Source: an optimization exercise on an open RTL-to-GDS flow (aim: small area, a short achievable clock period and few clock cycles per item). Production flows keep margins and buffers that such runs may drop.
Only simulation tests tie the RTL to the original design; equivalence was not proved.
The clock port is modelled as an ideal driver; clocking choices that lean on that would not hold on a real chip.
Power and IR drop assume default switching activity.

==> flow/design.v <==
module collision_scheduler #(
  parameter int MAX_LINES = 51,
  parameter int CW        = 8,
  parameter int IDW       = 8
) (
  input  logic              clk,
  input  logic              reset,
  input  logic              in_val,
  output logic              in_rdy,
  input  logic [CW-1:0]     x1,
  input  logic [CW-1:0]     y1,
  input  logic [CW-1:0]     z1,
  input  logic [CW-1:0]     x2,
  input  logic [CW-1:0]     y2,
  input  logic [CW-1:0]     z2,
  input  logic              clr,
  output logic              chk_req,
  output logic [6*CW-1:0]   chk_a,
  output logic [6*CW-1:0]   chk_b,
  input  logic              chk_ack,
  input  logic              chk_hit,
  output logic              out_val,
  output logic [IDW-1:0]    lineID,
  output logic              collide,
  output logic [IDW-1:0]    collide_cnt,
  output logic              full,
  output logic              busy
);
  localparam int SW = 6 * CW;
  localparam int NL = MAX_LINES;
  localparam int AW = $clog2(MAX_LINES + 1);
  localparam int LV = $clog2(MAX_LINES);
  logic [SW-1:0]  seg;
  logic [NL-1:0][SW-1:0] mem;
  logic [AW-1:0]  ct;         
  logic [AW-1:0]  rid;        
  logic           curv;       
  logic           nxtv;       
  logic           bv;         
  logic           nv;         
  logic [SW-1:0]  cur, nxt, bq;
  logic [NL-1:0]  elig;       
  logic [NL-1:0]  nsel;       
  logic [NL-1:0]  rest;       
  logic           ov_q, col_q, nrdy_q, req_q, full_q, busy_q;
  logic [IDW-1:0] lid_q, cnt_q;
  assign seg         = {x1, y1, z1, x2, y2, z2};
  assign in_rdy      = !nrdy_q;
  assign chk_req     = req_q;
  assign chk_a       = cur;
  assign chk_b       = bq;
  assign out_val     = ov_q;
  assign lineID      = lid_q;
  assign collide     = col_q;
  assign collide_cnt = cnt_q;
  assign full        = full_q;
  assign busy        = busy_q;
  function automatic [NL-1:0] highest(input [NL-1:0] v);
    logic [NL-1:0] p;
    p = v;
    for (int k = 0; k < LV; k++)
      p = p | (p >> (1 << k));
    highest = v & ~(p >> 1);
  endfunction
  logic [SW-1:0] rd;
  always_comb begin
    rd = '0;
    for (int j = 0; j < NL; j++)
      rd = rd | (mem[j] & {SW{nsel[j]}});
  end
  logic          fire, hit, res, step, accept;
  logic [NL-1:0] e_hi, e_top, r_top, rid_oh;
  assign fire     = req_q && chk_ack;
  assign hit      = fire && chk_hit;
  assign step     = fire && !chk_hit && nv;
  assign res      = (fire && (chk_hit || !nv)) || (curv && !bv);
  assign accept   = in_val && !nrdy_q;
  assign e_hi     = {elig[NL-1:1], 1'b0};
  assign e_top    = highest(elig);
  assign r_top    = highest(rest);
  always_comb begin
    rid_oh = '0;
    rid_oh[rid[LV-1:0]] = 1'b1;
  end
  logic           curv_n, nxtv_n, ov_n;
  logic [AW-1:0]  ct_n;
  assign curv_n = res ? (nxtv || accept) : (curv || accept);
  assign nxtv_n = nxtv ? !res : (curv && !res && accept);
  assign ct_n   = ct + AW'(accept);
  assign ov_n   = res;
  always_ff @(posedge clk or negedge reset) begin
    if (!reset) begin
      ct     <= '0;
      rid    <= '0;
      curv   <= 1'b0;
      nxtv   <= 1'b0;
      bv     <= 1'b0;
      nv     <= 1'b0;
      elig   <= '0;
      ov_q   <= 1'b0;
      nrdy_q <= 1'b0;
      req_q  <= 1'b0;
      full_q <= 1'b0;
      busy_q <= 1'b0;
      cnt_q  <= '0;
    end else if (clr) begin
      ct     <= '0;
      rid    <= '0;
      curv   <= 1'b0;
      nxtv   <= 1'b0;
      bv     <= 1'b0;
      nv     <= 1'b0;
      elig   <= '0;
      ov_q   <= 1'b0;
      nrdy_q <= 1'b0;
      req_q  <= 1'b0;
      full_q <= 1'b0;
      busy_q <= 1'b0;
      cnt_q  <= '0;
    end else begin
      ct     <= ct_n;
      curv   <= curv_n;
      nxtv   <= nxtv_n;
      ov_q   <= ov_n;
      nrdy_q <= (ct_n == AW'(NL)) || nxtv_n;
      full_q <= (ct_n == AW'(NL));
      busy_q <= curv_n || nxtv_n || ov_n;
      req_q  <= curv_n && (bv || res);
      if (ov_q && col_q && (cnt_q != '1)) cnt_q <= cnt_q + IDW'(1);
      if (res) begin
        rid <= rid + AW'(1);
        bv  <= 1'b1;
        if (hit) nv <= |e_hi;
        else     nv <= elig[0];
        if (!hit) elig <= elig | rid_oh;
      end else if (step) begin
        nv <= |rest;
      end
    end
  end
  always_ff @(posedge clk or negedge reset) begin
    if (!reset) begin
      cur   <= '0;
      bq    <= '0;
      lid_q <= '0;
      col_q <= 1'b0;
    end else begin
      if (res || !curv) cur <= nxtv ? nxt : seg;
      if (fire)              bq <= chk_hit ? mem[0] : (nv ? rd : cur);
      else if (curv && !bv)  bq <= cur;
      if (res) begin
        lid_q <= IDW'(rid) + IDW'(1);
        col_q <= hit;
      end
    end
  end
  always_ff @(posedge clk) begin
    if (res) begin
      if (hit) begin
        nsel <= {e_top[NL-1:1], 1'b0};
        rest <= e_hi & ~e_top;
      end else begin
        nsel <= e_top;
        rest <= elig & ~e_top;
      end
    end else if (step) begin
      nsel <= r_top;
      rest <= rest & ~r_top;
    end
    if (!nxtv) nxt <= seg;
  end
  always_ff @(posedge clk) begin
    for (int j = 0; j < NL; j++)
      if (ct == AW'(j)) mem[j] <= seg;
  end
endmodule
==> flow/config.mk <==
export PLATFORM = sky130hd
export DESIGN_NAME = collision_scheduler
export DESIGN_NICKNAME = collision_scheduler
export VERILOG_FILES = /design/flow/design.v
export SDC_FILE = /design/flow/constraint.sdc
export NUM_CORES = 4
export LEC_CHECK = 0
export CAP_MARGIN = 20
export CORE_MARGIN = 2
export CORE_UTILIZATION = 60
export CTS_CLUSTER_DIAMETER = 100
export CTS_CLUSTER_SIZE = 30
export SETUP_SLACK_MARGIN = 3.6
export SLEW_MARGIN = 20
==> flow/constraint.sdc <==
create_clock -name core_clock -period 6.0 [get_ports {clk}]
set_input_delay 1.2000 -clock core_clock [delete_from_list [all_inputs] [get_ports {clk}]]
set_output_delay 1.2000 -clock core_clock [all_outputs]
set_load 0.01 [all_outputs]
standard.sh (not shown) runs the stock make flow with config.mk's settings and CLKGATE_MAP_FILE= SYNTH_SCRIPT=/design/flow/synth_recipe.tcl, a recipe that flattens the netlist after the stock synthesis.
==> flow/flow/run.sh <==
#!/bin/bash
# The standard ORFS layout, with the port buffers made of buf_4 cells rather than the
# buffer that buffer_ports picks by default (a slow delay buffer). Synthesis is run first,
# unchanged, so the registers are the standard synthesis's.
set -euo pipefail
bash standard.sh synth > synth.log 2>&1
bash standard.sh "BUFFER_PORTS_ARGS=-buffer_cell sky130_fd_sc_hd__buf_4" finish > layout.log 2>&1
test -s out/final.def
The baseline completed without violations.
Testbench counts at the start, summed over its fixed seeds: cycles 50,448, items 2,933.
Rerun with:
==> flow/flow/run.sh (replaced) <==
#!/bin/bash
# The standard ORFS layout, with two changes after synthesis: the port buffers are buf_4
# cells rather than the buffer that buffer_ports picks by default (a slow delay buffer), and
# after CTS the flip-flops that drive output ports are sized up (flow/post_cts.tcl).
# Synthesis is run first, unchanged, so the registers are the standard synthesis's.
set -euo pipefail
here=$(pwd)
bash standard.sh synth > synth.log 2>&1
bash standard.sh "BUFFER_PORTS_ARGS=-buffer_cell sky130_fd_sc_hd__buf_4" \
  "POST_CTS_TCL=$here/flow/post_cts.tcl" finish > layout.log 2>&1
test -s out/final.def
==> flow/flow/post_cts.tcl (new file) <==
# Runs at the end of ORFS's CTS step (POST_CTS_TCL). Sizes up each flip-flop that drives an
# output port's buffer to the _4 drive strength of the same cell type, then legalizes.
set db [ord::get_db]
set block [ord::get_db_block]
set n 0
foreach bterm [$block getBTerms] {
  if {[$bterm getIoType] ne "OUTPUT"} continue
  set net [$bterm getNet]
  if {$net eq "NULL"} continue
  foreach it [$net getITerms] {
    if {![$it isOutputSignal]} continue
    set buf [$it getInst]
    foreach bit [$buf getITerms] {
      if {![$bit isInputSignal]} continue
      set n2 [$bit getNet]
      if {$n2 eq "NULL"} continue
      foreach dit [$n2 getITerms] {
        if {![$dit isOutputSignal]} continue
        set drv [$dit getInst]
        set m [[$drv getMaster] getName]
        if {[regexp {^(sky130_fd_sc_hd__df[a-z]+)_[12]$} $m -> base]} {
          set nm [$db findMaster ${base}_4]
          if {$nm ne "NULL"} {
            $drv swapMaster $nm
            incr n
          }
        }
      }
    }
  }
}
puts "post_cts: sized up $n flip-flops that drive output ports"
detailed_placement
check_placement -verbose
- CTS_CLUSTER_SIZE: 30 -> 24
- SETUP_SLACK_MARGIN: 3.6 -> 3.5
What happened: Power is higher by about 3.6%; core utilization is higher by 0.18 points; via count barely changes; combinational power is lower by about 0.9%; synthesized cell count stays the same; sequential power stays flat; worst setup slack gets worse by 27 ps.
Rerun with:
==> flow/flow/run.sh (replaced) <==
#!/bin/bash
# The standard ORFS layout, with the port buffers made of buf_4 cells rather than the
# buffer that buffer_ports picks by default (a slow delay buffer). Synthesis is run first,
# unchanged, so the registers are the standard synthesis's.
set -euo pipefail
bash standard.sh synth > synth.log 2>&1
bash standard.sh "BUFFER_PORTS_ARGS=-buffer_cell sky130_fd_sc_hd__buf_4" finish > layout.log 2>&1
test -s out/final.def
- CORE_UTILIZATION: 60 -> 66
- SETUP_SLACK_MARGIN: 3.5 -> 3.6
removed: flow/flow/post_cts.tcl
The new run completed without violations.
Global-route usage goes up by 2.0 points.
Worst setup slack improves by 30 ps.
First-iteration DRC count came out lower by 1.0%.
Routed wire length fell by 4.9%.
Total power goes down by 0.75%.
Rerun with:
- CORE_UTILIZATION: 66 -> 60
The changed run finished clean.
Worst hold slack loses 67 ps.
Design area barely changes.
Global-route usage drops by 2.3 points.
Worst setup slack loses 27 ps.
Routed wire length came out higher by about 5.4%.
Maximum frequency fell by 0.99%.
Total power climbs by 0.54%.
Critical path depth went down by 5.
Clock power is about the same.
Sequential power stays flat.
Sequential share of layout area barely changes.

[port drivers added, routing unchanged]
In the flow no input, the clock included, has a driving cell. The finished layouts below were timed again as built, in two steps. Step 1: set_driving_cell puts a clkbuf_16 on clk and a buf_2 on each other input, an assumption about the parent block. Step 2, shift: input delay + t, output delay - t, t = (earliest + latest rising clock arrival at the registers) / 2. This alone moves slack from input paths to output paths. Slacks: ideal / step 1 / step 2; pairs: ideal / step 1.
run	t, ns	setup WS [ns]	slew at the worst register clock pin (ns)
the first run	0.882	3.272 / 3.176 / 2.804	0.12 / 0.12
the second run	0.899	3.246 / 3.156 / 2.632	0.10 / 0.10
the third run	0.910	3.275 / 3.225 / 2.684	0.10 / 0.10
the fourth run	0.933	3.248 / 3.151 / 2.682	0.11 / 0.11
After both steps setup and hold are still met in every run listed. The setup slack of the second run, which loses most, moves by -0.090 ns with the drivers and by -0.614 ns with both steps.
